Source: an optimization exercise on an open RTL-to-GDS flow (aim: a short achievable clock period and few clock cycles per item). Production flows keep margins and buffers that such runs may drop. Function was checked by simulation only, so behaviour that the tests miss may differ from the original. No activity file was given, so power comes from the tool's default toggle rates.

## flow/run.sh

```bash
#!/bin/bash
# The standard layout (standard.sh: unchanged synthesis, SDC and steps)
# with three changes to how timing is repaired:
#  - timing repair keeps a 6 ns setup margin, so the design is optimised
#    well below the 9 ns constraint;
#  - ports are buffered with buf_4 (the default pick is a delay cell);
#  - resizing may change a cell's footprint.
# The full tool output goes to standard_run.log here; ORFS keeps each
# step's log under orfs/logs.
set -uo pipefail
export SETUP_SLACK_MARGIN=6.0
export BUFFER_PORTS_ARGS="-buffer_cell sky130_fd_sc_hd__buf_4"
bash standard.sh MATCH_CELL_FOOTPRINT=0 finish > standard_run.log 2>&1
```

## standard.sh

```bash
#!/bin/bash
# synth_recipe.tcl (not shown) runs the flow's synth.tcl, then flattens the netlist and writes it again
# the make line also repeats each setting of config.mk as NAME=value (left out here)
make -C /OpenROAD-flow-scripts/flow DESIGN_CONFIG=/design/flow/config.mk WORK_HOME=/design/flow/orfs CLKGATE_MAP_FILE= SYNTH_SCRIPT=/design/flow/synth_recipe.tcl "${@:-finish}"
```

## config.mk

```make
export PLATFORM = sky130hd
export DESIGN_NAME = riscv_hart_top
export DESIGN_NICKNAME = riscv_hart_top
export VERILOG_FILES = /design/flow/design.v
export SDC_FILE = /design/flow/constraint.sdc
export NUM_CORES = 4
export LEC_CHECK = 0
export CAP_MARGIN = 20
export CORE_MARGIN = 2
export CORE_UTILIZATION = 35
export SLEW_MARGIN = 20
```

## constraint.sdc

```tcl
create_clock -name core_clock -period 9.0 [get_ports {clock_bus_i}]
set_input_delay 1.8000 -clock core_clock [delete_from_list [all_inputs] [get_ports {clock_bus_i}]]
set_output_delay 1.8000 -clock core_clock [all_outputs]
set_load 0.01 [all_outputs]
```

## design.v

```verilog
package riscv_hart_pkg;
	localparam int XLEN = 32;
	localparam logic [31:0] PER_BASE = 32'h8000_0000;
	typedef enum logic [6:0] {
		OP     = 7'b0110011,
		OP_IMM = 7'b0010011,
		LUI    = 7'b0110111,
		LOAD   = 7'b0000011,
		STORE  = 7'b0100011,
		BRANCH = 7'b1100011,
		JAL    = 7'b1101111
	} opcode_e;
	typedef enum logic [3:0] {
		ALU_ADD,
		ALU_SUB,
		ALU_AND,
		ALU_OR,
		ALU_XOR,
		ALU_SLT,
		ALU_PASSB,
		ALU_EQ
	} alu_op_e;
	typedef enum logic [3:0] {
		EXC_NONE,
		EXC_ILLEGAL,
		EXC_LOAD_MISALIGN,
		EXC_STORE_MISALIGN
	} exc_e;
	typedef enum logic [2:0] {S_FETCH, S_EXEC, S_MEM, S_WB, S_HALT} core_state_e;
endpackage
`timescale 1ns/1ps
import riscv_hart_pkg::*;
module riscv_add (
	input  logic [XLEN-1:0] a_i,
	input  logic [XLEN-1:0] b_i,
	input  logic            cin_i,
	output logic [XLEN-1:0] sum_o
);
	localparam int LV = 5;     
	logic [XLEN-1:0] g [0:LV];
	logic [XLEN-1:0] p [0:LV];
	logic [XLEN-1:0] hp;
	assign hp   = a_i ^ b_i;
	assign g[0] = (a_i & b_i) | {{(XLEN-1){1'b0}}, hp[0] & cin_i};
	assign p[0] = hp;
	for (genvar l = 0; l < LV; l++) begin : g_lvl
		for (genvar i = 0; i < XLEN; i++) begin : g_bit
			if (i >= (1 << l)) begin : g_op
				assign g[l+1][i] = g[l][i] | (p[l][i] & g[l][i-(1<<l)]);
				assign p[l+1][i] = p[l][i] & p[l][i-(1<<l)];
			end else begin : g_pass
				assign g[l+1][i] = g[l][i];
				assign p[l+1][i] = p[l][i];
			end
		end
	end
	assign sum_o = hp ^ {g[LV][XLEN-2:0], cin_i};
endmodule
module riscv_alu (
	input  logic            sel_sum_i,    
	input  logic            slt_i,
	input  logic            xor_i,
	input  logic            or_i,
	input  logic            and_i,
	input  logic            cin_i,        
	input  logic [XLEN-1:0] a_i,
	input  logic [XLEN-1:0] b_i,
	output logic [XLEN-1:0] sum_o,
	output logic [XLEN-1:0] result_o
);
	logic [XLEN-1:0] sum;
	logic [XLEN-1:0] lres;
	logic            less;
	riscv_add add_inst (.a_i(a_i), .b_i(b_i), .cin_i(cin_i), .sum_o(sum));
	assign less = (a_i[XLEN-1] ^ !b_i[XLEN-1]) ? a_i[XLEN-1] : sum[XLEN-1];
	assign lres = ({XLEN{slt_i}} & {{(XLEN-1){1'b0}}, less})
	            | ({XLEN{xor_i}} & (a_i ^ b_i))
	            | ({XLEN{or_i}}  & (a_i | b_i))
	            | ({XLEN{and_i}} & (a_i & b_i));
	assign sum_o    = sum;
	assign result_o = sel_sum_i ? sum : lres;
endmodule
`timescale 1ns/1ps
import riscv_hart_pkg::*;
module riscv_regfile (
	input  logic            clock_bus_i,
	input  logic [31:1]     rs1_sel_i,
	input  logic [31:1]     rs2_sel_i,
	output logic [XLEN-1:0] rs1_data_o,
	output logic [XLEN-1:0] rs2_data_o,
	input  logic            wa_en_i,
	input  logic [4:0]      wa_addr_i,
	input  logic [XLEN-1:0] wa_data_i,
	input  logic            wb_en_i,
	input  logic [4:0]      wb_addr_i,
	input  logic [XLEN-1:0] wb_data_i
);
	logic [31:1]     col [0:XLEN-1];
	for (genvar k = 1; k < 32; k++) begin : g_reg
		logic [XLEN-1:0] q;
		always_ff @(posedge clock_bus_i) begin
			if (wa_en_i && wa_addr_i == 5'(k))
				q <= wa_data_i;
			else if (wb_en_i && wb_addr_i == 5'(k))
				q <= wb_data_i;
		end
		for (genvar b = 0; b < XLEN; b++) begin : g_col
			assign col[b][k] = q[b];
		end
	end
	for (genvar b = 0; b < XLEN; b++) begin : g_rd
		assign rs1_data_o[b] = |(rs1_sel_i & col[b]);
		assign rs2_data_o[b] = |(rs2_sel_i & col[b]);
	end
endmodule
`timescale 1ns/1ps
import riscv_hart_pkg::*;
module riscv_hart_core #(
	parameter logic [XLEN-1:0] RESET_PC = 32'h0000_0000
) (
	input  logic            clock_bus_i,
	input  logic            reset_i,
	output logic            inst_req_o,
	output logic [XLEN-1:0] inst_addr_o,
	input  logic [XLEN-1:0] inst_data_i,
	input  logic            inst_done_i,
	output logic            mem_req_o,
	output logic            mem_wren_o,
	output logic [XLEN-1:0] mem_addr_o,
	output logic [XLEN-1:0] mem_data_o,
	output logic            per_req_o,
	output logic            per_wren_o,
	output logic [XLEN-1:0] per_addr_o,
	output logic [XLEN-1:0] per_data_o,
	output logic            data_per_o,
	input  logic [XLEN-1:0] data_data_i,
	input  logic            mem_done_i,
	output logic [XLEN-1:0] data_ref_addr_o,
	output logic [3:0]      exception_o
);
	localparam int BI = 6;               
	localparam int BT = 2;               
	localparam int BG = 10;              
	localparam int FW = XLEN + XLEN + 1 + 1 + 2 + BG;
	logic rst;
	always_ff @(posedge clock_bus_i)
		rst <= reset_i;
	logic            f_req;
	logic [XLEN-1:0] f_addr;             
	logic [XLEN-1:0] f_pc;               
	logic            f_disc;
	logic [XLEN-1:0] f_pt;
	logic            ir_v, s0_v, s1_v;
	logic [FW-1:0]   ir_w, s0, s1, in_w, ir_d;
	logic [31:1]     r_s1, r_s2;
	logic            x_v;
	logic [XLEN-1:0] x_pc, x_pc4, x_a, x_b, x_opb, x_tgt;
	logic [4:0]      x_rd;
	logic            x_sum, x_cin, x_slt, x_xor, x_or, x_and;
	logic            x_wr, x_ld, x_st, x_br, x_bne, x_jal, x_ill;
	logic            x_pt, x_bh;
	logic [1:0]      x_bc;
	logic [BG-1:0]   x_pg;
	logic            w_v;
	logic [4:0]      w_rd;
	logic [XLEN-1:0] w_res;
	logic            d_mreq, d_preq, d_per;
	logic            d_mbusy, d_mld, d_pld;
	logic [4:0]      d_rd;
	logic [XLEN-1:0] d_pc;
	logic            m_rw, p_rw, mh_rw;
	logic [XLEN-1:0] m_addr, m_wdata, p_addr, p_wdata, mh_addr, mh_wdata, mh_pc;
	logic            ld_wv;
	logic [4:0]      ld_rd;
	logic [XLEN-1:0] ld_q;
	logic            halt;
	logic [3:0]      exc, exc_code;
	logic            redir;
	logic [XLEN-1:0] redir_tgt;
	logic            fault_now;
	logic            flush;
	assign flush = rst || redir || fault_now || halt;
	logic            bt_v   [0:(1<<BI)-1];
	logic [BT-1:0]   bt_tag [0:(1<<BI)-1];
	logic [BG-1:0]   bt_tgt [0:(1<<BI)-1];
	logic [1:0]      bt_cnt [0:(1<<BI)-1];
	logic            la_v;
	logic [BT-1:0]   la_tag;
	logic [BG-1:0]   la_tgt;
	logic [1:0]      la_cnt;
	logic            la_hit, p_hit;
	logic [XLEN-1:0] p_tgt;
	always_ff @(posedge clock_bus_i) begin
		la_v   <= bt_v[f_pc[BI+1:2]];
		la_tag <= bt_tag[f_pc[BI+1:2]];
		la_tgt <= bt_tgt[f_pc[BI+1:2]];
		la_cnt <= bt_cnt[f_pc[BI+1:2]];
	end
	assign la_hit = la_v && (la_tag == f_pc[BI+BT+1:BI+2]);
	assign p_hit  = la_hit && la_cnt[1];
	assign p_tgt  = {f_pc[XLEN-1:BG+2], la_tgt, 2'b00};
	logic f_done, f_slot, can_issue, f_want, arr;
	logic [XLEN-1:0] f_new;
	assign f_done = f_req && inst_done_i;
	assign f_slot = !f_req || f_done;
	assign can_issue = !((ir_v && s0_v && s1_v) || (ir_v && s0_v && f_req) ||
	                     (ir_v && s1_v && f_req) || (s0_v && s1_v && f_req));
	assign f_want    = !halt && !fault_now && (redir || f_disc || can_issue);
	logic [XLEN-1:0] f_seq;
	riscv_add f_seq_add (.a_i(f_pc), .b_i(32'd4), .cin_i(1'b0), .sum_o(f_seq));
	assign f_new     = redir ? redir_tgt : f_disc ? f_pt : p_hit ? p_tgt : f_seq;
	always_ff @(posedge clock_bus_i) begin
		if (rst) begin
			f_req  <= 1'b1;
			f_addr <= RESET_PC;
			f_disc <= 1'b0;
		end else if (f_slot) begin
			f_req  <= f_want;
			f_disc <= 1'b0;
			if (f_want)
				f_addr <= f_new;
		end else if (redir) begin
			f_disc <= 1'b1;
		end
	end
	logic f_ld;
	assign f_ld = rst || (f_slot && f_want);
	always_ff @(posedge clock_bus_i)
		if (f_ld)
			f_pc <= rst ? RESET_PC : f_new;
	always_ff @(posedge clock_bus_i)
		if (redir)
			f_pt <= redir_tgt;
	assign arr  = f_done && !f_disc && !flush;
	assign in_w = {la_tgt, la_cnt, la_hit, p_hit, f_pc, inst_data_i};
	logic            r_take, r_go, r_haz;
	logic            ir_free, pop, push;
	logic [XLEN-1:0] r_ir, r_pc;
	logic            r_pt, r_bh;
	logic [1:0]      r_bc;
	logic [BG-1:0]   r_pg;
	assign {r_pg, r_bc, r_bh, r_pt, r_pc, r_ir} = ir_w;
	logic mem_blk;
	assign mem_blk = (is_ld || is_st) && (d_mbusy || (x_v && (x_ld || x_st)));
	assign r_take  = !r_haz && !mem_blk;
	assign r_go    = ir_v && r_take && !flush;
	assign ir_free = !ir_v || r_take;
	assign pop     = ir_free && s0_v;
	assign push    = arr && (!ir_free || s0_v);
	assign ir_d = s0_v ? s0 : in_w;
	always_ff @(posedge clock_bus_i) begin
		if (ir_free) begin
			ir_w <= ir_d;
			for (int k = 1; k < 32; k++) begin
				r_s1[k] <= (ir_d[19:15] == 5'(k));
				r_s2[k] <= (ir_d[24:20] == 5'(k));
			end
		end
		if (flush)
			ir_v <= 1'b0;
		else if (ir_free)
			ir_v <= s0_v || arr;
	end
	always_ff @(posedge clock_bus_i) begin
		if (pop)
			s0 <= s1_v ? s1 : in_w;
		else if (!s0_v)
			s0 <= in_w;
		if (!(s1_v && !pop))
			s1 <= in_w;
		if (flush) begin
			s0_v <= 1'b0;
			s1_v <= 1'b0;
		end else if (pop) begin
			s0_v <= s1_v || push;
			s1_v <= s1_v && push;
		end else if (push) begin
			s0_v <= 1'b1;
			s1_v <= s0_v;
		end
	end
	logic [6:0] opc;
	logic [2:0] f3;
	logic [4:0] rs1, rs2, rd;
	logic       is_op, is_opi, is_lui, is_ld, is_st, is_br, is_jal;
	logic       ill, use1, use2, wr_any;
	assign opc = r_ir[6:0];
	assign f3  = r_ir[14:12];
	assign rs1 = r_ir[19:15];
	assign rs2 = r_ir[24:20];
	assign rd  = r_ir[11:7];
	assign is_op  = (opc == OP)     && (f3 == 3'b000 || f3 == 3'b010 || f3 == 3'b100 || f3 == 3'b110 || f3 == 3'b111);
	assign is_opi = (opc == OP_IMM) && (f3 == 3'b000 || f3 == 3'b100 || f3 == 3'b110 || f3 == 3'b111);
	assign is_lui = (opc == LUI);
	assign is_ld  = (opc == LOAD)   && (f3 == 3'b010);
	assign is_st  = (opc == STORE)  && (f3 == 3'b010);
	assign is_br  = (opc == BRANCH) && (f3[2:1] == 2'b00);
	assign is_jal = (opc == JAL);
	assign ill    = !(is_op || is_opi || is_lui || is_ld || is_st || is_br || is_jal);
	assign use1   = is_op || is_opi || is_ld || is_st || is_br;
	assign use2   = is_op || is_st || is_br;
	assign wr_any = is_op || is_opi || is_lui || is_jal || is_ld;
	logic haz_x, haz_d;
	assign haz_x = x_v && (x_wr || x_ld) && (x_rd != 5'd0) &&
	               ((use1 && rs1 == x_rd) || (use2 && rs2 == x_rd) || (x_ld && wr_any && rd == x_rd));
	assign haz_d = (d_mld || d_pld) && (d_rd != 5'd0) &&
	               ((use1 && rs1 == d_rd) || (use2 && rs2 == d_rd) || (wr_any && rd == d_rd));
	assign r_haz = haz_x || haz_d;
	logic [XLEN-1:0] rf1, rf2, rs1v, rs2v;
	riscv_regfile regfile_inst (
		.clock_bus_i (clock_bus_i),
		.rs1_sel_i   (r_s1),
		.rs2_sel_i   (r_s2),
		.rs1_data_o  (rf1),
		.rs2_data_o  (rf2),
		.wa_en_i     (w_v),
		.wa_addr_i   (w_rd),
		.wa_data_i   (w_res),
		.wb_en_i     (ld_wv),
		.wb_addr_i   (ld_rd),
		.wb_data_i   (ld_q)
	);
	logic [4:0] rs1_nx, rs2_nx;
	logic       b1w, b2w, b1l, b2l, w_v_nx;
	assign rs1_nx = ir_free ? ir_d[19:15] : rs1;
	assign rs2_nx = ir_free ? ir_d[24:20] : rs2;
	assign w_v_nx = x_v && !halt && x_wr && (x_rd != 5'd0);
	always_ff @(posedge clock_bus_i) begin
		b1w <= w_v_nx && (rs1_nx == x_rd);
		b2w <= w_v_nx && (rs2_nx == x_rd);
		b1l <= (rs1_nx == d_rd);
		b2l <= (rs2_nx == d_rd);
	end
	assign rs1v = b1w ? w_res : (ld_wv && b1l) ? ld_q : rf1;
	assign rs2v = b2w ? w_res : (ld_wv && b2l) ? ld_q : rf2;
	logic [XLEN-1:0] imm_i, imm_s, imm_b, imm_u, imm_j;
	assign imm_i = {{20{r_ir[31]}}, r_ir[31:20]};
	assign imm_s = {{20{r_ir[31]}}, r_ir[31:25], r_ir[11:7]};
	assign imm_b = {{19{r_ir[31]}}, r_ir[31], r_ir[7], r_ir[30:25], r_ir[11:8], 1'b0};
	assign imm_u = {r_ir[31:12], 12'b0};
	assign imm_j = {{11{r_ir[31]}}, r_ir[31], r_ir[19:12], r_ir[20], r_ir[30:21], 1'b0};
	always_ff @(posedge clock_bus_i) begin
		if (flush)
			x_v <= 1'b0;
		else
			x_v <= r_go;
	end
	logic [XLEN-1:0] imm_x;
	assign imm_x = is_jal ? 32'd4 : is_lui ? imm_u : is_st ? imm_s : imm_i;
	logic sub_slt;
	assign sub_slt = is_op && ((f3 == 3'b000 && r_ir[30]) || f3 == 3'b010);
	logic [XLEN-1:0] tgt_b, tgt_j, r_pc4;
	riscv_add pc4_add (.a_i(r_pc), .b_i(32'd4), .cin_i(1'b0), .sum_o(r_pc4));
	riscv_add tgt_b_add (.a_i(r_pc), .b_i(imm_b), .cin_i(1'b0), .sum_o(tgt_b));
	riscv_add tgt_j_add (.a_i(r_pc), .b_i(imm_j), .cin_i(1'b0), .sum_o(tgt_j));
	always_ff @(posedge clock_bus_i) begin
		begin
			x_pt  <= r_pt;
			x_bh  <= r_bh;
			x_bc  <= r_bc;
			x_pg  <= r_pg;
			x_pc  <= r_pc;
			x_pc4 <= r_pc4;
			x_rd  <= rd;
			x_a   <= is_jal ? r_pc : is_lui ? '0 : rs1v;
			x_b   <= rs2v;
			x_opb <= ({XLEN{is_op && !sub_slt}} & rs2v) | ({XLEN{sub_slt}} & ~rs2v) | ({XLEN{!is_op}} & imm_x);
			x_tgt <= ({XLEN{is_jal}} & tgt_j) | ({XLEN{!is_jal}} & tgt_b);
			x_sum <= ((is_op || is_opi) && f3 == 3'b000) || is_lui || is_jal || is_ld || is_st;
			x_cin <= sub_slt;
			x_slt <= is_op && f3 == 3'b010;
			x_xor <= (is_op || is_opi) && f3 == 3'b100;
			x_or  <= (is_op || is_opi) && f3 == 3'b110;
			x_and <= (is_op || is_opi) && f3 == 3'b111;
			x_wr  <= is_op || is_opi || is_lui || is_jal;
			x_ld  <= is_ld;
			x_st  <= is_st;
			x_br  <= is_br;
			x_bne <= f3[0];
			x_jal <= is_jal;
			x_ill <= ill;
		end
	end
	logic [XLEN-1:0] sum, res;
	logic            eq, mis, to_per, issue, act_taken, pg_eq;
	riscv_alu alu_inst (
		.sel_sum_i(x_sum),
		.slt_i    (x_slt),
		.xor_i    (x_xor),
		.or_i     (x_or),
		.and_i    (x_and),
		.cin_i    (x_cin),
		.a_i      (x_a),
		.b_i      (x_opb),
		.sum_o    (sum),
		.result_o (res)
	);
	assign eq        = (x_a == x_b);
	logic [XLEN-1:0] addr;
	riscv_add addr_add (.a_i(x_a), .b_i(x_opb), .cin_i(1'b0), .sum_o(addr));
	assign mis       = (addr[1:0] != 2'b00);
	assign to_per    = addr[XLEN-1];
	assign act_taken = x_jal || (x_br && (eq ^ x_bne));
	assign pg_eq     = (x_pg == x_tgt[BG+1:2]) && (x_pc[XLEN-1:BG+2] == x_tgt[XLEN-1:BG+2]);
	assign redir     = x_v && !halt && (x_pt ? (!act_taken || !pg_eq) : act_taken);
	assign redir_tgt = act_taken ? x_tgt : x_pc4;
	assign fault_now = x_v && !halt && (x_ill || ((x_ld || x_st) && mis));
	assign issue     = x_v && !halt && (x_ld || x_st) && !mis;
	logic [BI-1:0] x_idx;
	logic [1:0]    bc_new;
	logic          bt_we;
	assign x_idx  = x_pc[BI+1:2];
	assign bc_new = !x_bh     ? (x_jal ? 2'b11 : 2'b10) :
	                act_taken ? ((x_bc == 2'b11) ? 2'b11 : x_bc + 2'b01) :
	                            ((x_bc == 2'b00) ? 2'b00 : x_bc - 2'b01);
	assign bt_we  = x_v && !halt && ((x_br || x_jal) ? (x_bh || act_taken) : x_bh);
	logic          u_we, u_v;
	logic [BI-1:0] u_idx;
	logic [BT-1:0] u_tag;
	logic [BG-1:0] u_tgt;
	logic [1:0]    u_cnt;
	always_ff @(posedge clock_bus_i) begin
		u_we  <= !rst && bt_we;
		u_v   <= x_br || x_jal;
		u_idx <= x_idx;
		u_tag <= x_pc[BI+BT+1:BI+2];
		u_tgt <= x_tgt[BG+1:2];
		u_cnt <= bc_new;
	end
	always_ff @(posedge clock_bus_i) begin
		if (rst) begin
			for (int k = 0; k < (1<<BI); k++)
				bt_v[k] <= 1'b0;
		end else if (u_we) begin
			bt_v[u_idx] <= u_v;
		end
		if (u_we) begin
			bt_tag[u_idx] <= u_tag;
			bt_tgt[u_idx] <= u_tgt;
			bt_cnt[u_idx] <= u_cnt;
		end
	end
	always_ff @(posedge clock_bus_i) begin
		if (rst)
			w_v <= 1'b0;
		else
			w_v <= w_v_nx;
		w_rd  <= x_rd;
		w_res <= res;
	end
	always_ff @(posedge clock_bus_i) begin
		if (rst) begin
			d_mreq <= 1'b0;
			d_preq <= 1'b0;
		end else begin
			d_preq <= issue && to_per;
			if (issue && !to_per)
				d_mreq <= 1'b1;
			else if (mem_done_i)
				d_mreq <= 1'b0;
		end
	end
	always_ff @(posedge clock_bus_i) begin
		if (issue) begin
			d_per   <= to_per;
			d_rd    <= x_rd;
		end
		d_mbusy <= !rst && ((issue && !to_per) || (d_mbusy && !mem_done_i));
		d_mld   <= !rst && ((issue && !to_per && x_ld) || (d_mld && !mem_done_i));
		d_pld   <= !rst && issue && to_per && x_ld;
		p_rw    <= x_st;
		p_addr  <= addr;
		p_wdata <= x_b;
		if (issue && !to_per) begin
			mh_rw    <= x_st;
			mh_addr  <= addr;
			mh_wdata <= x_b;
			mh_pc    <= x_pc;
		end
		m_rw    <= issue ? x_st : mh_rw;
		m_addr  <= issue ? addr : mh_addr;
		m_wdata <= issue ? x_b  : mh_wdata;
		d_pc    <= issue ? x_pc : mh_pc;
	end
	always_ff @(posedge clock_bus_i) begin
		ld_q  <= data_data_i;
		ld_rd <= d_rd;
		if (rst)
			ld_wv <= 1'b0;
		else
			ld_wv <= (d_rd != 5'd0) && ((d_mld && mem_done_i) || d_pld);
	end
	logic halt_done;
	always_ff @(posedge clock_bus_i) begin
		if (rst) begin
			halt      <= 1'b0;
			halt_done <= 1'b0;
		end else begin
			if (fault_now) begin
				halt     <= 1'b1;
				exc_code <= x_ill ? EXC_ILLEGAL : x_ld ? EXC_LOAD_MISALIGN : EXC_STORE_MISALIGN;
			end
			if (halt && !f_req && !d_mreq && !d_preq)
				halt_done <= 1'b1;
		end
		exc <= (!rst && (halt_done || (halt && !f_req && !d_mreq && !d_preq))) ? exc_code : EXC_NONE;
	end
	assign inst_req_o      = f_req;
	assign inst_addr_o     = f_addr;
	assign mem_req_o       = d_mreq;
	assign mem_wren_o      = m_rw;
	assign mem_addr_o      = m_addr;
	assign mem_data_o      = m_wdata;
	assign per_req_o       = d_preq;
	assign per_wren_o      = p_rw;
	assign per_addr_o      = p_addr;
	assign per_data_o      = p_wdata;
	assign data_per_o      = d_per;
	assign data_ref_addr_o = d_pc;
	assign exception_o     = exc;
endmodule
`timescale 1ns/1ps
import riscv_hart_pkg::*;
module port_switch (
	input  logic            core_mem_req_i,
	input  logic            core_mem_wren_i,
	input  logic [XLEN-1:0] core_mem_addr_i,
	input  logic [XLEN-1:0] core_mem_data_i,
	input  logic            core_per_req_i,
	input  logic            core_per_wren_i,
	input  logic [XLEN-1:0] core_per_addr_i,
	input  logic [XLEN-1:0] core_per_data_i,
	input  logic            core_per_sel_i,
	output logic [XLEN-1:0] core_data_o,
	input  logic [XLEN-1:0] memory_data_i,
	output logic            memory_req_o,
	output logic            memory_wren_o,
	output logic [XLEN-1:0] memory_addr_o,
	output logic [XLEN-1:0] memory_data_o,
	input  logic [XLEN-1:0] peripheral_data_i,
	output logic            peripheral_req_o,
	output logic            peripheral_wren_o,
	output logic [XLEN-1:0] peripheral_addr_o,
	output logic [XLEN-1:0] peripheral_data_o
);
	assign memory_req_o  = core_mem_req_i;
	assign memory_wren_o = core_mem_wren_i;
	assign memory_addr_o = core_mem_addr_i;
	assign memory_data_o = core_mem_data_i;
	assign peripheral_req_o  = core_per_req_i;
	assign peripheral_wren_o = core_per_wren_i;
	assign peripheral_addr_o = core_per_addr_i;
	assign peripheral_data_o = core_per_data_i;
	assign core_data_o = core_per_sel_i ? peripheral_data_i : memory_data_i;
endmodule
`timescale 1ns/1ps
import riscv_hart_pkg::*;
module riscv_hart_top #(
	parameter logic [XLEN-1:0] RESET_PC = 32'h0000_0000
) (
	input  logic            clock_bus_i,
	input  logic            reset_i,
	output logic [3:0]      exception_bus_o,
	output logic [XLEN-1:0] inst_addr_o,
	output logic            mem_req0_o,
	output logic [XLEN-1:0] mem_add0_o,
	input  logic [XLEN-1:0] mem_data0_i,
	input  logic            mem_done0_i,
	output logic            mem_req1_o,
	output logic            mem_rw1_o,
	output logic [XLEN-1:0] mem_add1_o,
	output logic [XLEN-1:0] mem_data1_o,
	input  logic [XLEN-1:0] mem_data1_i,
	input  logic            mem_done1_i,
	output logic            per_req_o,
	output logic            per_rw_o,
	output logic [XLEN-1:0] per_add_o,
	output logic [XLEN-1:0] per_data_o,
	input  logic [XLEN-1:0] per_data_i
);
	logic            hart_mem_req;
	logic            hart_mem_rw;
	logic [XLEN-1:0] hart_mem_add;
	logic [XLEN-1:0] hart_mem_wdata;
	logic            hart_per_req;
	logic            hart_per_rw;
	logic [XLEN-1:0] hart_per_add;
	logic [XLEN-1:0] hart_per_wdata;
	logic            hart_per_sel;
	logic [XLEN-1:0] hart_data_rdata;
	riscv_hart_core #(
		.RESET_PC (RESET_PC)
	) hart_inst (
		.clock_bus_i     (clock_bus_i),
		.reset_i         (reset_i),
		.inst_req_o      (mem_req0_o),
		.inst_addr_o     (mem_add0_o),
		.inst_data_i     (mem_data0_i),
		.inst_done_i     (mem_done0_i),
		.mem_req_o       (hart_mem_req),
		.mem_wren_o      (hart_mem_rw),
		.mem_addr_o      (hart_mem_add),
		.mem_data_o      (hart_mem_wdata),
		.per_req_o       (hart_per_req),
		.per_wren_o      (hart_per_rw),
		.per_addr_o      (hart_per_add),
		.per_data_o      (hart_per_wdata),
		.data_per_o      (hart_per_sel),
		.data_data_i     (hart_data_rdata),
		.mem_done_i      (mem_done1_i),
		.data_ref_addr_o (inst_addr_o),
		.exception_o     (exception_bus_o)
	);
	port_switch peripheral_switch_inst (
		.core_mem_req_i    (hart_mem_req),
		.core_mem_wren_i   (hart_mem_rw),
		.core_mem_addr_i   (hart_mem_add),
		.core_mem_data_i   (hart_mem_wdata),
		.core_per_req_i    (hart_per_req),
		.core_per_wren_i   (hart_per_rw),
		.core_per_addr_i   (hart_per_add),
		.core_per_data_i   (hart_per_wdata),
		.core_per_sel_i    (hart_per_sel),
		.core_data_o       (hart_data_rdata),
		.memory_data_i     (mem_data1_i),
		.memory_req_o      (mem_req1_o),
		.memory_wren_o     (mem_rw1_o),
		.memory_addr_o     (mem_add1_o),
		.memory_data_o     (mem_data1_o),
		.peripheral_data_i (per_data_i),
		.peripheral_req_o  (per_req_o),
		.peripheral_wren_o (per_rw_o),
		.peripheral_addr_o (per_add_o),
		.peripheral_data_o (per_data_o)
	);
endmodule
```

==> results.toml, run 1 <==
[yosys]
synthArstFlopShare = 0
syn_area_um2 = 132000
synth_largest_area_cell = "edfxtp_1"
synth_top_area_frac = 0.531
synth-seq-area-share = 0.625
ys_ff_latch = 2966
netlist_instances = 9386
synth_area_per_cell_um2 = 14.1
synthTopCellsByArea = "edfxtp_1 (53%), mux2_2 (9.6%), dfxtp_1 (9.5%), mux4_2 (5.4%), a22o_1 (2.2%)"
yosys_most_used_dff = "edfxtp_1"
ys_warn_count = 6
ys_types = 75
synth_edf_count = 2339

[routing]
top_layer_used = "met5"
m1WireLength_um = 207000
avgRoutedWirePerCell_um = 38.3
ant_nets = 0
wl_um = 581000
wl_met3_um = 80400
drt_iter0_markers = 17511
route.detailed.drc = 0
met2WireLength_um = 242000
viasPerCell = 6.49
num_vias = 98409
first_pass_iters = 13

[final_layout]
final_core_util = 0.426
fillers = 33690
drive_above_1_share = 0.364
layout.nets = 10084
syn2layout_area_growth_pct = 21.2
layout_common_cells = "edfxtp_1 (2,339), mux2_2 (1,130), nand2_1 (582)"
final_common_cell = "edfxtp_1"

[place]
port_buffers = 298
hpwlAfterDp_um = 329000
gp_congestion = 0.980

[pwr]
powerDensity_nw_per_um2 = 229
finalPower_w = 0.0367
p_clk_frac = 0.366
swShare = 0.281
power_switching_w = 0.0103
power_frac_seq = 0.456
leakagePower_nw = 54.3
p_comb_frac = 0.178
internal-power_w = 0.0264
ir_drop_mv = 0.194

[critical_path]
worst_ep_arrival_time_ns = 4.12
start_kind = "flip-flop"
worst-path-max-fanout = 6
startpoint = "hart_inst.x_a[30]"
r2r_end = "hart_inst.f_pc[24]"
critPathRequiredTime_ns = 9.69
worstSetupEndpointType = "flip-flop"
critPathCapture = "hart_inst.f_pc[24]"
reg2reg_depth = 14
crit_type = "reg -> reg"
regToRegSetupSlack_ns = 5.57
r2r_start = "hart_inst.x_a[30]"

[global_route]
grt_pass1_wl_um = 775000
first_global_vias = 93279
track_usage = 0.290
grt_start_max_net_pins = 93
grt_overflow = 0
antenna_found_initial = 48

[timing]
skew_ns = 0.0998
rsz0062_at_grt = "yes"
post-route-min-period_ns = 3.43
finalHoldViolations = 0
fin_crit_sh = 0.381
max_slew_margin = 0.122
holdWs_ns = 0.335
slew_violations = 0
fmax_mhz = 292
tightestPinTransition_ns = 1.32
tns_ns = 0
setup_viol_count_final = 0

[hold_path]
worstHoldPathType = "reg -> reg"

[floorplan]
rows = 225
fp.dieW_um = 619
start_util = 0.352
io_pins = 301
core_region_area_um2 = 376000
die_area_um2 = 383000
die_h_um = 619

[cts]
tritoncts = "built"
clockBufferDepth = 4
hold_buffers = 0
clockRootBuffer = "clkbuf_16"
insertion_delay_ns = 0.99
cts_buffers = 319
cts-htree-levels = 5
cts.sinks = 2966
path_clk_slew_ns = 0.06

[flow_run]
max_cap_violations = 0

[outcome]
outcome = "timing/DRC/antenna clean"
-- worst min-delay path by stage --
stage,startpoint,to,slack (ns),cells past startpoint
after global placement,hart_inst.ir_w[65],hart_inst.x_bh,0.33,0
after floorplan,hart_inst.ir_w[66],hart_inst.x_bc[0],0.32,0
after detailed placement,hart_inst.ir_w[65],hart_inst.x_bh,0.33,0
after CTS,hart_inst.x_pc[5],hart_inst.u_idx[3],0.32,0
final,hart_inst.x_pc[5],hart_inst.u_idx[3],0.33,0
after global routing,hart_inst.x_pc[5],hart_inst.u_idx[3],0.34,0
-- power by group through the flow --
stage / registers [W] / logic [W] / clock network (W)
6_report: 0.0167 / 0.00653 / 0.0134
2_1_floorplan: 0.0169 / 0.00307 / 0
5_1_grt: 0.0168 / 0.00679 / 0.0140
3_3_place_gp: 0.0170 / 0.00541 / 0
4_1_cts: 0.0167 / 0.00611 / 0.0134
3_5_place_dp: 0.0170 / 0.00551 / 0
-- registers in the layout, summed over array words and instances (netlist names), 64 cells and up --
register                    count
hart_inst.regfile_inst.g.q    992
hart_inst.bt_v                 64
hart_inst.s0                   78
hart_inst.bt_tag              128
hart_inst.ir_w                 78
hart_inst.bt_tgt              640
hart_inst.bt_cnt              128
hart_inst.s1                   78
-- cells in the mapped netlist, types with 37 or more instances --
| master | number |
|---|---|
| edfxtp_1 | 2339 |
| mux2_2 | 1130 |
| clkbuf_1 | 652 |
| dfxtp_1 | 627 |
| nand2_1 | 610 |
| nor2_1 | 464 |
| a22o_1 | 329 |
| a221oi_1 | 327 |
| a22oi_1 | 326 |
| mux4_2 | 315 |
| a21oi_1 | 283 |
| nand4_1 | 242 |
| xnor2_1 | 211 |
| o21ai_0 | 193 |
| inv_1 | 160 |
| buf_1 | 115 |
| ha_1 | 109 |
| mux2i_1 | 97 |
| nor3_1 | 93 |
| xor2_1 | 76 |
| o32ai_1 | 65 |
| or2_2 | 64 |
| nand3_1 | 56 |
| a211oi_1 | 46 |
| nand2b_1 | 45 |
| a21o_1 | 37 |
-- critical path, stage by stage, from the launching register on --
cell and delay, ns:
dfxtp_2 0.35, xnor2_2 0.19, nand4_1 0.35, nor4_4 0.35, and3_4 0.26, o21ai_4 0.06, buf_12 0.16, and4_4 0.18
nor2_4 0.12, buf_12 0.15, clkinv_16 0.05, o311a_4 0.32, nor2_4 0.17, clkinvlp_4 0.22, clkbuf_16 0.22
-- cell type report --
cell class	count	area, µm²	share of cell area
Clock inverter	140	1450	0.00906
Inverter	166	704	0.00439
Timing Repair inverter	9	131	0.000819
Sequential cell	2966	83200	0.519
Timing Repair Buffer	953	9960	0.0621
Antenna cell	36	90.1	0.000562
Tap cell	4994	6250	0.0390
Clock buffer	442	9000	0.0561
Multi-Input combinational cell	5454	49600	0.309
-- layer usage --
layer | vias up | track usage
li1 | 37685 | -
met1 | 49213 | 0.364
met2 | 8759 | 0.419
met3 | 2721 | 0.102
met4 | 31 | 0.198
met5 | - | 0.00821
-- per-stage QoR --
stage	instances	worst slack, ns	instance area, µm²
4_1_cts	15009	5.66	157000
5_1_grt	15134	5.59	160000
2_1_floorplan	9387	5.31	133000
3_5_place_dp	14200	3.67	141000
6_report	15160	5.57	160000
3_3_place_gp	14189	3.80	141000
-- logic make-up after synthesis --
kind of cell	share of synthesized area
AOI/OAI and AO/OA	0.100
xor gates and xnor gates	0.0190
adders and majority gates	0.0113
buffers and inverters	0.0280
DFF	0.625
muxes	0.157
other	0.0000283
and+or+nand+nor	0.0593
-- timing repair --
action	in CTS	in global routing
endpoints found under the setup margin	1539	870
gates cloned	29	24
resized for setup	908	472
pin swaps	92	111
setup buffers	198	90
Testbench counts, summed over its fixed seeds: cycles 31,440, instrs 15,403.
==> run 2: changes to the inputs <==
--- a/design.v
+++ b/design.v
@@ -148,4 +148,3 @@
 	logic            f_req;
-	logic [XLEN-1:0] f_addr;             
-	logic [XLEN-1:0] f_pc;               
+	logic [XLEN-1:0] f_addr;
 	logic            f_disc;
@@ -166,4 +165,3 @@
 	logic [XLEN-1:0] w_res;
-	logic            d_mreq, d_preq, d_per;
-	logic            d_mbusy, d_mld, d_pld;
+	logic            d_mreq, d_preq, d_per, d_ld;
 	logic [4:0]      d_rd;
@@ -193,10 +191,10 @@
 	always_ff @(posedge clock_bus_i) begin
-		la_v   <= bt_v[f_pc[BI+1:2]];
-		la_tag <= bt_tag[f_pc[BI+1:2]];
-		la_tgt <= bt_tgt[f_pc[BI+1:2]];
-		la_cnt <= bt_cnt[f_pc[BI+1:2]];
+		la_v   <= bt_v[f_addr[BI+1:2]];
+		la_tag <= bt_tag[f_addr[BI+1:2]];
+		la_tgt <= bt_tgt[f_addr[BI+1:2]];
+		la_cnt <= bt_cnt[f_addr[BI+1:2]];
 	end
-	assign la_hit = la_v && (la_tag == f_pc[BI+BT+1:BI+2]);
+	assign la_hit = la_v && (la_tag == f_addr[BI+BT+1:BI+2]);
 	assign p_hit  = la_hit && la_cnt[1];
-	assign p_tgt  = {f_pc[XLEN-1:BG+2], la_tgt, 2'b00};
+	assign p_tgt  = {f_addr[XLEN-1:BG+2], la_tgt, 2'b00};
 	logic f_done, f_slot, can_issue, f_want, arr;
@@ -208,5 +206,3 @@
 	assign f_want    = !halt && !fault_now && (redir || f_disc || can_issue);
-	logic [XLEN-1:0] f_seq;
-	riscv_add f_seq_add (.a_i(f_pc), .b_i(32'd4), .cin_i(1'b0), .sum_o(f_seq));
-	assign f_new     = redir ? redir_tgt : f_disc ? f_pt : p_hit ? p_tgt : f_seq;
+	assign f_new     = redir ? redir_tgt : f_disc ? f_pt : p_hit ? p_tgt : f_addr + 32'd4;
 	always_ff @(posedge clock_bus_i) begin
@@ -225,7 +221,2 @@
 	end
-	logic f_ld;
-	assign f_ld = rst || (f_slot && f_want);
-	always_ff @(posedge clock_bus_i)
-		if (f_ld)
-			f_pc <= rst ? RESET_PC : f_new;
 	always_ff @(posedge clock_bus_i)
@@ -234,3 +225,3 @@
 	assign arr  = f_done && !f_disc && !flush;
-	assign in_w = {la_tgt, la_cnt, la_hit, p_hit, f_pc, inst_data_i};
+	assign in_w = {la_tgt, la_cnt, la_hit, p_hit, f_addr, inst_data_i};
 	logic            r_take, r_go, r_haz;
@@ -243,3 +234,3 @@
 	logic mem_blk;
-	assign mem_blk = (is_ld || is_st) && (d_mbusy || (x_v && (x_ld || x_st)));
+	assign mem_blk = (is_ld || is_st) && (d_mreq || (x_v && (x_ld || x_st)));
 	assign r_take  = !r_haz && !mem_blk;
@@ -305,3 +296,3 @@
 	               ((use1 && rs1 == x_rd) || (use2 && rs2 == x_rd) || (x_ld && wr_any && rd == x_rd));
-	assign haz_d = (d_mld || d_pld) && (d_rd != 5'd0) &&
+	assign haz_d = d_ld && (d_mreq || d_preq) && (d_rd != 5'd0) &&
 	               ((use1 && rs1 == d_rd) || (use2 && rs2 == d_rd) || (wr_any && rd == d_rd));
@@ -351,4 +342,3 @@
 	assign sub_slt = is_op && ((f3 == 3'b000 && r_ir[30]) || f3 == 3'b010);
-	logic [XLEN-1:0] tgt_b, tgt_j, r_pc4;
-	riscv_add pc4_add (.a_i(r_pc), .b_i(32'd4), .cin_i(1'b0), .sum_o(r_pc4));
+	logic [XLEN-1:0] tgt_b, tgt_j;
 	riscv_add tgt_b_add (.a_i(r_pc), .b_i(imm_b), .cin_i(1'b0), .sum_o(tgt_b));
@@ -362,3 +352,3 @@
 			x_pc  <= r_pc;
-			x_pc4 <= r_pc4;
+			x_pc4 <= r_pc + 32'd4;
 			x_rd  <= rd;
@@ -464,2 +454,3 @@
 		if (issue) begin
+			d_ld    <= x_ld;
 			d_per   <= to_per;
@@ -467,5 +458,2 @@
 		end
-		d_mbusy <= !rst && ((issue && !to_per) || (d_mbusy && !mem_done_i));
-		d_mld   <= !rst && ((issue && !to_per && x_ld) || (d_mld && !mem_done_i));
-		d_pld   <= !rst && issue && to_per && x_ld;
 		p_rw    <= x_st;
@@ -490,3 +478,3 @@
 		else
-			ld_wv <= (d_rd != 5'd0) && ((d_mld && mem_done_i) || d_pld);
+			ld_wv <= d_ld && (d_rd != 5'd0) && ((d_mreq && mem_done_i) || d_preq);
 	end
==> run 2 against run 1 <==
  * Clock skew grew 0.026 ns
  * Setup slack gained 0.078 ns
  * Count of clock-buffer cells in the layout shrank 1
  * Global-route usage grew 0.78 points
  * Non-clock buffer count grew 34
  * Clock power is essentially flat
  * Maximum frequency grew 2.3%
  * Routed wire length grew 2.8%
  * Largest power group unchanged
  * Highest routed layer unchanged
==> results.toml, run 2 <==
[place]
dp_cells = 14218
port_buffers = 298
hpwlAfterDp_um = 330000
place_ws_ns = 4.11
gp_congestion = 0.971

[critical_path]
critPathRequiredTime_ns = 7.20
start_kind = "flip-flop"
cpPeakStageDelay_ns = 0.36
cp_slowest_cell = "dfxtp_4"
reg2reg_depth = 13
critPathBufInv = 2
worst_ep_arrival_time_ns = 1.55
critPathTopFamily = "flip-flops"
r2r_end = "hart_inst.f_addr[30]"
regToRegSetupSlack_ns = 5.72
worst-path-max-fanout = 2
crit_cells = 2
worstSetupEndpointType = "primary output"
r2r_start = "hart_inst.x_tgt[11]"
crit_type = "reg -> out"
crit_chain = "buf_16 -> buf_6"

[routing]
wl_um = 597000
viasPerCell = 6.56
num_vias = 99798
drt_iter0_markers = 18578
first_pass_iters = 15
ant_nets = 0
route.detailed.drc = 0
avgRoutedWirePerCell_um = 39.3

[cts]
cts.sinks = 2932
cts_buffers = 321
path_clk_slew_ns = 0.06
cts-htree-levels = 5
clockRootBuffer = "clkbuf_16"
clockBufferDepth = 4
insertion_delay_ns = 1.00
hold_buffers = 0
tritoncts = "built"

[timing]
skew_ns = 0.126
holdWs_ns = 0.343
slew_violations = 0
setup_ws_ns = 5.65
tightestPinTransition_ns = 1.35
finalHoldViolations = 0
max_slew_margin = 0.0987
setup_viol_count_final = 0
rsz0062_at_grt = "yes"
fin_crit_sh = 0.372
tns_ns = 0
post-route-min-period_ns = 3.35
fmax_mhz = 299

[floorplan]
fp.dieW_um = 619
start_util = 0.352
core_region_area_um2 = 376000
io_pins = 301
rows = 225
die_h_um = 619
die_area_um2 = 383000

[flow_run]
max_cap_violations = 0

[global_route]
grt_start_max_net_pins = 87
grt_overflow = 0
grt_pass1_wl_um = 793000
first_global_vias = 94449
antenna_found_initial = 43
track_usage = 0.298

[yosys]
synth_area_per_cell_um2 = 14.0
synthTopCellsByArea = "edfxtp_1 (52%), mux2_2 (10%), dfxtp_1 (9.4%), mux4_2 (5.4%), a221oi_1 (2.2%)"
syn_area_um2 = 132000
synth_largest_area_cell = "edfxtp_1"
synthMuxAreaShare = 0.161
synth_top_area_frac = 0.524
yosys.area_share.xor_xnor = 0.0159
synth-seq-area-share = 0.618
synthAdderAreaFrac = 0.0113
ys_types = 84
synth_top_family_by_area = "multiplexers"
synth_edf_count = 2308
ys_warn_count = 6
synth_compound_area_frac = 0.102
ys_ff_latch = 2932
netlist_instances = 9417
yosys.area_share.simple = 0.0613
synthArstFlopShare = 0
netlist_top_cells_count = "edfxtp_1 (2,308), mux2_2 (1,220), nand2_1 (711)"
synth_most_common_cell = "edfxtp_1"
yosys_most_used_dff = "edfxtp_1"

[pwr]
ir_drop_mv = 0.167
powerDensity_nw_per_um2 = 201
leakagePower_nw = 55.1

[final_layout]
drive_above_1_share = 0.371
final_common_cell = "edfxtp_1"
fillers = 33672
layout_common_cells = "edfxtp_1 (2,308), mux2_2 (1,174), nand2_1 (686)"
fin_cells = 15204
reg_top3 = "hart_inst.regfile_inst.g.q (992), hart_inst.bt_tgt (640)"
seq_area_um2 = 82300
syn2layout_area_growth_pct = 21.4
multiInputGateArea_um2 = 50000
layout.nets = 10125
top_register = "hart_inst.regfile_inst.g.q"
largest_register_ffs = 992

[outcome]
outcome = "timing/DRC/antenna clean"

[hold_path]
min_to = "hart_inst.x_bc[1]"
hold_path_depth = 0
worstHoldPathType = "reg -> reg"
hp-start = "hart_inst.ir_w[67]"
-- run 2: cell types whose count changed after synthesis, sizes merged, moves of 24 or more --
cell,change
a211oi,-24
a21oi,-75
buf,+28
edfxtp,-31
mux2,+90
mux2i,-57
nand2,+101
nor2,-107
o21ai,+24
xnor2,-75
xor2,+28
-- run 2: kinds of logic after synthesis --
group,count (synthesis)
DFF,2932
AOI/OAI and AO/OA,1807
and+or+nand+nor,1734
muxes,1575
buffers and inverters,1012
xor gates and xnor gates,240
adders and majority gates,116
other,1
-- run 2: area by class of cell --
class,instances,share of cell area
Sequential cell,2932,0.513
Multi-Input combinational cell,5482,0.311
Timing Repair Buffer,987,0.0676
Clock buffer,441,0.0560
Tap cell,4994,0.0389
Clock inverter,144,0.00844
Inverter,186,0.00460
Antenna cell,38,0.000592
-- run 2: how the worst max path moves through the flow --
stage / from / to / slack (ns)
2_1_floorplan: hart_inst.x_a[24] / hart_inst.mh_addr[0] / 5.19
3_3_place_gp: hart_inst.x_a[27] / hart_inst.f_addr[31] / 4.15
3_5_place_dp: hart_inst.x_b[9] / hart_inst.f_addr[23] / 4.11
4_1_cts: hart_inst.f_addr[2] / mem_add0_o[2] / 5.60
5_1_grt: hart_inst.f_addr[3] / hart_inst.f_addr[30] / 5.61
6_report: hart_inst.f_addr[2] / mem_add0_o[2] / 5.65
-- run 2: where the power goes --
part | switching (W) | leakage (nW) | internal (W)
Sequential | 0.000408 | 26.7 | 0.0151
Clock | 0.00567 | 5.06 | 0.00758
Combinational | 0.00209 | 23.4 | 0.00153
Total | 0.00817 | 55.1 | 0.0242
-- run 2: through the flow --
step,utilization,area (µm²),power [W]
4_1_cts,0.419,158000,0.0321
3_5_place_dp,0.375,141000,0.0187
6_report,0.427,161000,0.0323
3_3_place_gp,0.375,141000,0.0186
2_1_floorplan,-,132000,0.0173
5_1_grt,0.427,161000,0.0331
-- run 2: timing repair --
action | CTS | global route
gates resized for setup | 965 | 409
pin swaps | 94 | 94
gates cloned | 45 | 27
buffers inserted | 211 | 76
setup endpoints to repair | 1367 | 976
-- run 2: metal layers --
| metal | vias up | global-route usage | wire length (µm) |
|---|---|---|---|
| met4 | 46 | 0.204 | 53400 |
| li1 | 37904 | - | - |
| met5 | - | 0.00732 | 874 |
| met3 | 2863 | 0.117 | 85400 |
| met2 | 8855 | 0.428 | 247000 |
| met1 | 50130 | 0.368 | 210000 |
Testbench counts of run 2, summed over its fixed seeds: cycles 31,440, instrs 15,403.

[re-timing with driven ports]
How much do the figures lean on ideal ports? The routed layouts below were timed once more, with nothing changed but the port constraints.
Step 1, drivers: a clkbuf_16 drives clock_bus_i and a buf_2 each remaining input, both assumed.
Step 2 adds t to the input delays and takes it off the output delays; t is the mean of the earliest and latest rising clock arrival at the registers after step 1. Input paths then give back, and output paths get back, about the clock's delay inside the block.
Slacks: no drivers / after step 1 / after step 2; pairs: no drivers / after step 1.
| run | t, ns | setup WS [ns] | worst setup path after step 2 |
|---|---|---|---|
| run 1 | 1.039 | 5.573 / 5.573 / 5.393 | input to register |
| run 2 | 1.030 | 5.651 / 5.556 / 5.321 | input to register |
After both steps setup and hold are still met in every run listed. The setup slack of run 2, which loses most, moves by -0.095 ns with the drivers and by -0.330 ns with both steps.
